This is an optimization exercise on Yosys and OpenROAD, whose aim is small area, a short achievable clock period and few clock cycles, not a production implementation. Only simulation tests tie the RTL to the original design; equivalence was not proved.

==> inputs of juniper <==
## nearest_neighbour_tour
module nearest_neighbour_tour #(
  parameter int MAX_CITIES = 64,
  parameter int P = 4,
  parameter int NSQ = 3
) (
  input  wire logic              clk,
  input  wire logic              rst_n,
  input  wire logic              in_valid,
  output logic                   in_stall,
  input  wire logic [49:0]       in_data,
  output logic                   out_valid,
  input  wire logic              out_stall,
  output logic [39:0]            out_data
);
Settings: LEC_CHECK=0, CAP_MARGIN=20, CORE_MARGIN=2, CORE_UTILIZATION=40, PLACE_DENSITY=0.6, SLEW_MARGIN=20; clock period 12.0 ns.
standard.sh (not shown) runs the stock make flow with config.mk's settings and CLKGATE_MAP_FILE= SYNTH_SCRIPT=/design/flow/synth_recipe.tcl, a recipe that flattens the netlist after the stock synthesis.
==> flow/flow/run.sh <==
#!/bin/bash
# The standard layout, with timing repair asked for extra setup slack so
# that the achieved period (clock period less setup slack) shrinks. The SDC,
# clock period and synthesis are the standard flow's own.
set -euo pipefail
bash standard.sh SETUP_SLACK_MARGIN=8 finish > standard_flow.log 2>&1
==> xenon (differences from juniper) <==
--- a/flow/design.v
+++ b/flow/design.v
@@ -1237,11 +1237,12 @@
 endmodule
 `default_nettype wire
 `timescale 1ns / 1ps
 `default_nettype none
 module nnt_add #(
-  parameter int W = 8
+  parameter int W = 8,
+  parameter bit KS = 1'b0
 ) (
   input  wire logic [W-1:0] a,
   input  wire logic [W-1:0] b,
   input  wire logic         cin,
   output logic [W-1:0]      s,
@@ -1255,13 +1256,16 @@
   assign p[0] = {a ^ b, 1'b0};
   genvar lv, i;
   generate
     for (lv = 0; lv < L; lv++) begin : g_lv
       for (i = 0; i < N; i++) begin : g_i
-        if (i >= (1 << lv)) begin : g_op
+        if (KS && i >= (1 << lv)) begin : g_ks
           assign g[lv+1][i] = g[lv][i] | (p[lv][i] & g[lv][i-(1<<lv)]);
           assign p[lv+1][i] = p[lv][i] & p[lv][i-(1<<lv)];
+        end else if (!KS && (i >> lv) % 2 == 1) begin : g_op
+          assign g[lv+1][i] = g[lv][i] | (p[lv][i] & g[lv][((i >> lv) << lv) - 1]);
+          assign p[lv+1][i] = p[lv][i] & p[lv][((i >> lv) << lv) - 1];
         end else begin : g_pass
           assign g[lv+1][i] = g[lv][i];
           assign p[lv+1][i] = p[lv][i];
         end
       end
@@ -1416,11 +1420,15 @@
   assign close_slot = count_r - 7'd1;
   logic        wr_en;
   logic [5:0]  wr_slot;
   logic [53:0] wr_data;
   logic [53:0] rd_q [P];
-  logic        rd_v, rd_first, rd_last, rd_close, rd_init, rd_stream, rd_skip;
+  localparam int NC = P + 1;
+  logic [NC-1:0] c_win;
+  logic [53:0]   b_e;              
+  logic [5:0]    b_slot;
+  logic        rd_v, rd_first, rd_last, rd_fin, rd_close, rd_init, rd_stream, rd_skip, rd_spec;
   logic [RW-1:0] rd_row;
   logic [LP-1:0] rd_slane;
   logic          stream_ok;      
   logic          st_v;           
   logic [5:0]    st_slot;
@@ -1434,64 +1442,85 @@
         end
         rd_q[gl] <= bank[rd_row];
       end
     end
   endgenerate
-  logic          p1_v, p1_first, p1_last, p1_close, p1_init, p1_stream, p1_skip;
+  logic          p1_v, p1_first, p1_last, p1_close, p1_init, p1_stream, p1_skip, p1_spec;
+  logic          p1_fin, p2_fin, p3_fin, p4_fin;
   logic [RW-1:0] p1_row;
   logic [LP-1:0] p1_slane;
   logic          p2_v, p2_first, p2_last, p2_close;
   logic [RW-1:0] p2_row;
   logic          p3_v, p3_first, p3_last, p3_close;
   logic [RW-1:0] p3_row;
   logic          p4_v, p4_first, p4_last, p4_close;
   logic [RW-1:0] p4_row;
+  logic          spec_kill;       
   always_ff @(posedge clk) begin
     if (!rst_n) begin
       p1_v <= 1'b0; p1_init <= 1'b0;
+    end else begin
+      p1_v <= rd_v; p1_init <= rd_init;
+    end
+    p1_first <= rd_first || spec_kill; p1_last <= rd_last; p1_close <= rd_close; p1_row <= rd_row;
+    p1_fin <= rd_fin && !spec_kill;
+    p1_stream <= rd_stream; p1_skip <= rd_skip; p1_slane <= rd_slane; p1_spec <= rd_spec;
+    use_b <= rd_spec || (p4_v && p4_fin && !p4_close);
+  end
+  always_ff @(posedge clk) begin
+    if (!rst_n) begin
       p2_v <= 1'b0;
       p3_v <= 1'b0;
       p4_v <= 1'b0;
     end else begin
-      p1_v <= rd_v; p1_init <= rd_init;
-      p2_v <= p1_v;
+      p2_v <= p1_v && !spec_kill;
       p3_v <= p2_v;
       p4_v <= p3_v;
     end
-    p1_first <= rd_first; p1_last <= rd_last; p1_close <= rd_close; p1_row <= rd_row;
-    p1_stream <= rd_stream; p1_skip <= rd_skip; p1_slane <= rd_slane;
     p2_first <= p1_first; p2_last <= p1_last; p2_close <= p1_close; p2_row <= p1_row;
     p3_first <= p2_first; p3_last <= p2_last; p3_close <= p2_close; p3_row <= p2_row;
     p4_first <= p3_first; p4_last <= p3_last; p4_close <= p3_close; p4_row <= p3_row;
+    p2_fin <= p1_fin; p3_fin <= p2_fin; p4_fin <= p3_fin;
   end
   logic [23:0] d_sx [P], d_sy [P];
   logic        d_nx [P], d_ny [P];
   logic        d_v [P];
   logic [53:0] d_e [P];           
   logic [48:0] t_r0 [P], t_r1 [P];
   logic        t_v [P];
   logic [53:0] t_e [P];
+  logic [53:0] cur_d;
+  logic [6:0]  a_d;
+  logic [5:0]  m_d, m_spec;
+  logic        leg_fin_q, close_fin_q;
+  logic [5:0]  m_fin;
+  assign m_spec = (b_slot == a_last[5:0]) ? m_r : b_slot;
+  assign m_fin  = (b_slot == a_r[5:0]) ? m_r : b_slot;
+  logic        use_b;              
+  assign cur_d  = use_b ? b_e : cur_r;
+  assign a_d    = p1_spec ? a_last : a_r;
+  assign m_d    = p1_spec ? m_spec : (leg_fin_q ? m_fin : m_r);
   generate
     for (gl = 0; gl < P; gl++) begin : g_lane
       logic [24:0] dx, dy;
       logic [5:0]  slot;
       logic        lv;
       logic [48:0] r0, r1;
       assign slot = {p1_row, LP'(gl)};
-      nnt_add #(.W(25)) u_dx (.a({rd_q[gl][53], rd_q[gl][53:30]}),
-                              .b(~{cur_r[53], cur_r[53:30]}), .cin(1'b1), .s(dx), .cout());
-      nnt_add #(.W(25)) u_dy (.a({rd_q[gl][29], rd_q[gl][29:6]}),
-                              .b(~{cur_r[29], cur_r[29:6]}), .cin(1'b1), .s(dy), .cout());
+      nnt_add #(.W(25), .KS(1'b1)) u_dx (.a({rd_q[gl][53], rd_q[gl][53:30]}),
+                              .b(~{cur_d[53], cur_d[53:30]}), .cin(1'b1), .s(dx), .cout());
+      nnt_add #(.W(25), .KS(1'b1)) u_dy (.a({rd_q[gl][29], rd_q[gl][29:6]}),
+                              .b(~{cur_d[29], cur_d[29:6]}), .cin(1'b1), .s(dy), .cout());
       always_comb begin
         if (p1_close) begin
           lv = (slot == close_slot[5:0]);
         end else if (p1_stream) begin
           lv = (p1_slane == LP'(gl));
         end else if (p1_skip) begin
           lv = 1'b0;
         end else begin
-          lv = ({1'b0, slot} < a_r) && (slot != m_r);
+          lv = ({1'b0, slot} < a_d) && (slot != m_d);
         end
       end
       always_ff @(posedge clk) begin
         d_sx[gl] <= dx[23:0] ^ {24{dx[24]}};
         d_nx[gl] <= dx[24];
@@ -1524,18 +1553,14 @@
         u_v[gl]    <= t_v[gl];
         u_e[gl]    <= t_e[gl];
       end
     end
   endgenerate
-  localparam int NC = P + 1;
   logic [KW-1:0] b_key;
-  logic [53:0]   b_e;
-  logic [5:0]    b_slot;
   logic [KW-1:0] c_key [NC];
   logic [53:0]   c_e [NC];
   logic [5:0]    c_slot [NC];
-  logic [NC-1:0] c_win;
   logic [NC-1:0] c_le [NC];
   logic [KW-1:0] w_key;
   logic [53:0]   w_e;
   logic [5:0]    w_slot;
   always_comb begin
@@ -1581,16 +1606,31 @@
       b_key  <= w_key;
       b_e    <= w_e;
       b_slot <= w_slot;
     end
   end
-  wire logic leg_fin   = p4_v && p4_last && !p4_close;
-  wire logic close_fin = p4_v && p4_last && p4_close;
-  logic [5:0] m_new;
-  assign m_new = (w_slot == a_last[5:0]) ? m_r : w_slot;
+  wire logic leg_fin   = p4_v && p4_fin && !p4_close;
+  wire logic close_fin = p4_v && p4_fin && p4_close;
+  assign spec_kill = p1_v && p1_spec && !c_win[P];
+  always_ff @(posedge clk) begin
+    if (!rst_n) begin
+      leg_fin_q   <= 1'b0;
+      close_fin_q <= 1'b0;
+    end else begin
+      leg_fin_q   <= leg_fin;
+      close_fin_q <= close_fin;
+    end
+  end
+  localparam int QD = 2;
+  logic [QD-1:0] sq_qv;             
+  logic [48:0]   sq_qd [QD];
   logic          sq_pv;
   logic [48:0]   sq_pd;
+  assign sq_pv = sq_qv[0];
+  assign sq_pd = sq_qd[0];
+  logic          sq_in;
+  logic [48:0]   sq_in_d;
   logic [NSQ-1:0] sq_busy, sq_done, sq_start;
   logic [24:0]   sq_root [NSQ];
   logic [24:0]   sq_sum;
   logic [3:0]    sq_cap;       
   generate
@@ -1610,11 +1650,12 @@
     end
     sq_sum = '0;
     for (int i = 0; i < NSQ; i++) begin
       sq_sum = sq_sum | ({25{sq_done[i]}} & sq_root[i]);
     end
-    sq_cap = {3'b000, !sq_pv};
+    sq_cap = '0;
+    for (int i = 0; i < QD; i++) sq_cap = sq_cap + {3'b000, !sq_qv[i]};
     for (int i = 0; i < NSQ; i++) begin
       sq_cap = sq_cap + {3'b000, !sq_busy[i]};
     end
   end
   logic [30:0] total_nxt;
@@ -1658,26 +1699,30 @@
   estate_t       e_st;
   logic [RW-1:0] e_row, e_lastrow;
   logic [6:0]    e_a;           
   logic          e_close;
   logic          e_skip;        
+  logic          e_spec;        
   logic [1:0]    e_wait;
   logic          e_prev;        
   logic          e_go;
   logic [6:0]    e_a_next;
   assign e_a_next = e_a - 7'd1;
-  assign e_go = (sq_cap >= (e_prev ? 4'd2 : 4'd1)) && !sv_r && !(ov_r && e_prev);
+  assign e_go = ((sq_cap - {3'b000, sq_in}) >= (e_prev ? 4'd2 : 4'd1)) &&
+                (e_prev ? !(ov_r || sv_r || push) : !(sv_r || (ov_r && push)));
   logic run_req, run_ok, start_run, run_empty, cmd_now;
   logic final_push;
   assign run_req   = !busy_r && (run_pend || (ib_v && ib_cmd == nnt_pkg::CMD_RUN));
   assign run_ok    = !tail_r && !ov_r && !sv_r;
   assign start_run = run_req && run_ok && (count_r != '0);
   assign run_empty = run_req && run_ok && (count_r == '0);
   assign cmd_now   = !busy_r && !run_pend && ib_v && ib_cmd != nnt_pkg::CMD_RUN;
   logic run_stream;
   assign run_stream = stream_ok && (count_r != 7'd1);
-  assign final_push = close_done_r && !sq_pv && sq_busy == '0 && sq_done == '0 && !sum_v_r && !sv_r;
+  assign sq_in   = leg_fin_q || close_fin_q;
+  assign sq_in_d = b_key[54:6];
+  assign final_push = close_done_r && sq_qv == '0 && sq_busy == '0 && sq_done == '0 && !sum_v_r && !sv_r;
   always_comb begin
     push   = 1'b0;
     push_d = {fin_id, total_r, 1'b1, status_r};
     if (run_empty) begin
       push   = 1'b1;
@@ -1686,13 +1731,13 @@
       push   = 1'b1;
       push_d = {6'd0, 31'd0, 1'b0, dropped_r ? nnt_pkg::ST_DROPPED : nnt_pkg::ST_OK};
     end else if (p1_init) begin
       push   = 1'b1;
       push_d = {6'd0, 31'd0, (count_r == 7'd1), status_r};
-    end else if (leg_fin && a_r != 7'd2) begin
+    end else if (leg_fin_q && a_r != 7'd1) begin
       push   = 1'b1;
-      push_d = {w_e[5:0], 31'd0, 1'b0, status_r};
+      push_d = {b_key[5:0], 31'd0, 1'b0, status_r};
     end else if (final_push) begin
       push   = 1'b1;
     end
   end
   logic busy_nxt, run_pend_nxt;
@@ -1701,10 +1746,12 @@
     if (start_run) busy_nxt = 1'b1;
     if (p1_v && p1_close) busy_nxt = 1'b0;
     if (p1_init && count_r == 7'd1) busy_nxt = 1'b0;
     run_pend_nxt = run_req && !run_ok;
   end
+  logic [5:0] m_d_sw;                 
+  assign m_d_sw = leg_fin_q ? m_fin : m_r;
   logic [53:0] rd_q_pos0, rd_q_last;
   always_comb begin
     rd_q_pos0 = '0;
     rd_q_last = '0;
     for (int i = 0; i < P; i++) begin
@@ -1714,17 +1761,32 @@
   end
   always_ff @(posedge clk) begin
     rd_v     <= 1'b0;
     rd_first <= 1'b0;
     rd_last  <= 1'b0;
+    rd_fin   <= 1'b0;
     rd_close <= 1'b0;
     rd_init  <= 1'b0;
     rd_stream <= 1'b0;
     rd_skip  <= 1'b0;
+    rd_spec  <= 1'b0;
     wr_en    <= 1'b0;
     st_v     <= 1'b0;
-    sq_pv    <= sq_pv && (sq_start == '0);
+    for (int i = 0; i < QD; i++) begin
+      logic nv, pv;
+      logic [48:0] nd;
+      nv = (sq_start != '0) ? ((i + 1 < QD) ? sq_qv[i+1] : 1'b0) : sq_qv[i];
+      nd = (sq_start != '0) ? sq_qd[(i + 1 < QD) ? i + 1 : i] : sq_qd[i];
+      pv = (i == 0) ? 1'b1 : ((sq_start != '0) ? sq_qv[i] : sq_qv[i-1]);
+      if (!nv && pv && sq_in) begin
+        sq_qv[i] <= 1'b1;
+        sq_qd[i] <= sq_in_d;
+      end else begin
+        sq_qv[i] <= nv;
+        sq_qd[i] <= nd;
+      end
+    end
     sum_v_r <= (sq_done != '0);
     sum_r   <= sq_sum;
     if (sum_v_r) total_r <= total_nxt;
     ib_d <= in_data;
     ib_v <= accept;
@@ -1737,11 +1799,11 @@
       count_r      <= '0;
       dropped_r    <= 1'b0;
       pos0_r       <= '0;
       e_st         <= E_IDLE;
       stream_ok    <= 1'b1;
-      sq_pv        <= 1'b0;
+      sq_qv        <= '0;
       close_done_r <= 1'b0;
       sum_v_r      <= 1'b0;
     end else begin
       busy_r     <= busy_nxt;
       run_pend   <= run_pend_nxt;
@@ -1795,27 +1857,40 @@
         rd_init   <= !run_stream;
         e_a       <= count_r;
         e_prev    <= 1'b0;
         e_close   <= 1'b0;
         e_skip    <= run_stream;
+        e_spec    <= 1'b0;
         e_row     <= run_stream ? RW'((count_r - 7'd1) >> LP) : '0;
         e_lastrow <= RW'((count_r - 7'd1) >> LP);
         e_st      <= (count_r == 7'd1) ? E_IDLE : E_ISSUE;
       end
-      case (e_st)
+      if (spec_kill) begin
+        rd_v     <= 1'b1;
+        rd_row   <= '0;
+        rd_fin   <= rd_fin;
+      end else case (e_st)
         E_ISSUE: begin
+          e_spec <= 1'b0;
           if ((e_row != '0 && !e_skip) || e_go) begin
             rd_v     <= 1'b1;
             rd_row   <= e_close ? RW'(close_slot[5:LP]) : e_row;
             rd_first <= (e_row == '0) && !e_skip;
             rd_last  <= e_close || (e_row == e_lastrow);
+            rd_fin   <= e_close || (e_row == e_lastrow);
             rd_close <= e_close;
             rd_skip  <= e_skip;
+            rd_spec  <= e_spec;
             e_skip   <= 1'b0;
             if (e_close || e_row == e_lastrow) begin
               e_row  <= '0;
-              e_wait <= 2'd3;
+              if ((e_row != '0 || e_skip) && !e_close && e_a_next > 7'(P)) begin
+                e_wait <= 2'd2;
+                e_spec <= 1'b1;
+              end else begin
+                e_wait <= 2'd3;
+              end
               e_prev <= 1'b1;
               if (e_close) begin
                 e_st   <= E_IDLE;
                 pos0_r <= close_slot[5:0];
               end else begin
@@ -1839,30 +1914,28 @@
       if (p1_init) begin
         cur_r <= {rd_q_pos0[53:6], 6'd0};
         if (count_r == 7'd1) tail_r <= 1'b0;
       end
       if (p1_v && p1_last && !p1_close) begin
-        wr_en   <= (m_r != a_last[5:0]);
-        wr_slot <= m_r;
+        wr_en   <= (m_d_sw != a_last[5:0]);
+        wr_slot <= m_d_sw;
         wr_data <= rd_q_last;
       end
       if (p2_v && p2_last && !p2_close) begin
         wr_en   <= 1'b1;
         wr_slot <= a_last[5:0];
         wr_data <= cur_r;
       end
       if (leg_fin) begin
-        cur_r <= w_e;
-        fin_id <= w_e[5:0];
-        m_r   <= m_new;
         a_r   <= a_last;
-        sq_pv <= 1'b1;
-        sq_pd <= w_key[54:6];
       end
-      if (close_fin) begin
-        sq_pv        <= 1'b1;
-        sq_pd        <= w_key[54:6];
+      if (leg_fin_q) begin
+        cur_r  <= b_e;
+        fin_id <= b_key[5:0];
+        m_r    <= m_fin;
+      end
+      if (close_fin_q) begin
         close_done_r <= 1'b1;
       end
       if (final_push) begin
         close_done_r <= 1'b0;
         tail_r       <= 1'b0;
Settings changed: CAP_MARGIN 20 to 30, SLEW_MARGIN 20 to 30.
==> comparison <==
- xenon finished with timing, DRC and antenna clean. juniper completed and failed the layout checks on max-capacitance violations, max-slew violations.
- Of xenon and juniper, juniper has the higher worst hold slack (gap 0.0088 ns).
- Of xenon and juniper, juniper has the higher die area (gap 0.99%, measured against juniper).
- Against juniper, the core utilization of xenon is higher by 0.12 points.
- In xenon the setup slack is higher than in juniper, by 0.022 ns.
- Between xenon and juniper, the lower first-iteration DRC count is in xenon (gap about 3.7%, measured against juniper).
- Of xenon and juniper, juniper has the higher critical path depth (gap 2).
- Via count: xenon is lower than juniper (about 3%).
Testbench counts of juniper, summed over its fixed seeds: cycles 16,560.
Testbench counts of xenon, summed over its fixed seeds: cycles 15,164.

## re-timing with driven ports
In the flow no input, the clock included, has a driving cell. The finished layouts below were timed again as built, in two steps. Step 1: set_driving_cell puts a clkbuf_16 on clk and a buf_2 on each other input, an assumption about the parent block. Step 2 moves the port delays by t, midway between the first and last clock arrival at a register: inputs arrive t later, outputs are due t later. That takes back most of the time a late clock gives input paths. Three values: ideal, step 1, step 2; two values: the first two.
| run | shift t [ns] | setup slack, ns | hold slack, ns | worst setup path after step 2 | worst register clock-pin slew, ns |
|---|---|---|---|---|---|
| juniper | 1.276 | 7.480 / 7.480 / 6.976 | 0.282 / 0.282 / 0.282 | input to register | 0.09 / 0.09 |
| xenon | 1.292 | 7.502 / 7.502 / 6.989 | 0.273 / 0.273 / 0.273 | input to register | 0.07 / 0.07 |
The setup slack of xenon, which loses most, moves by 0.000 ns with the drivers and by -0.513 ns with both steps.
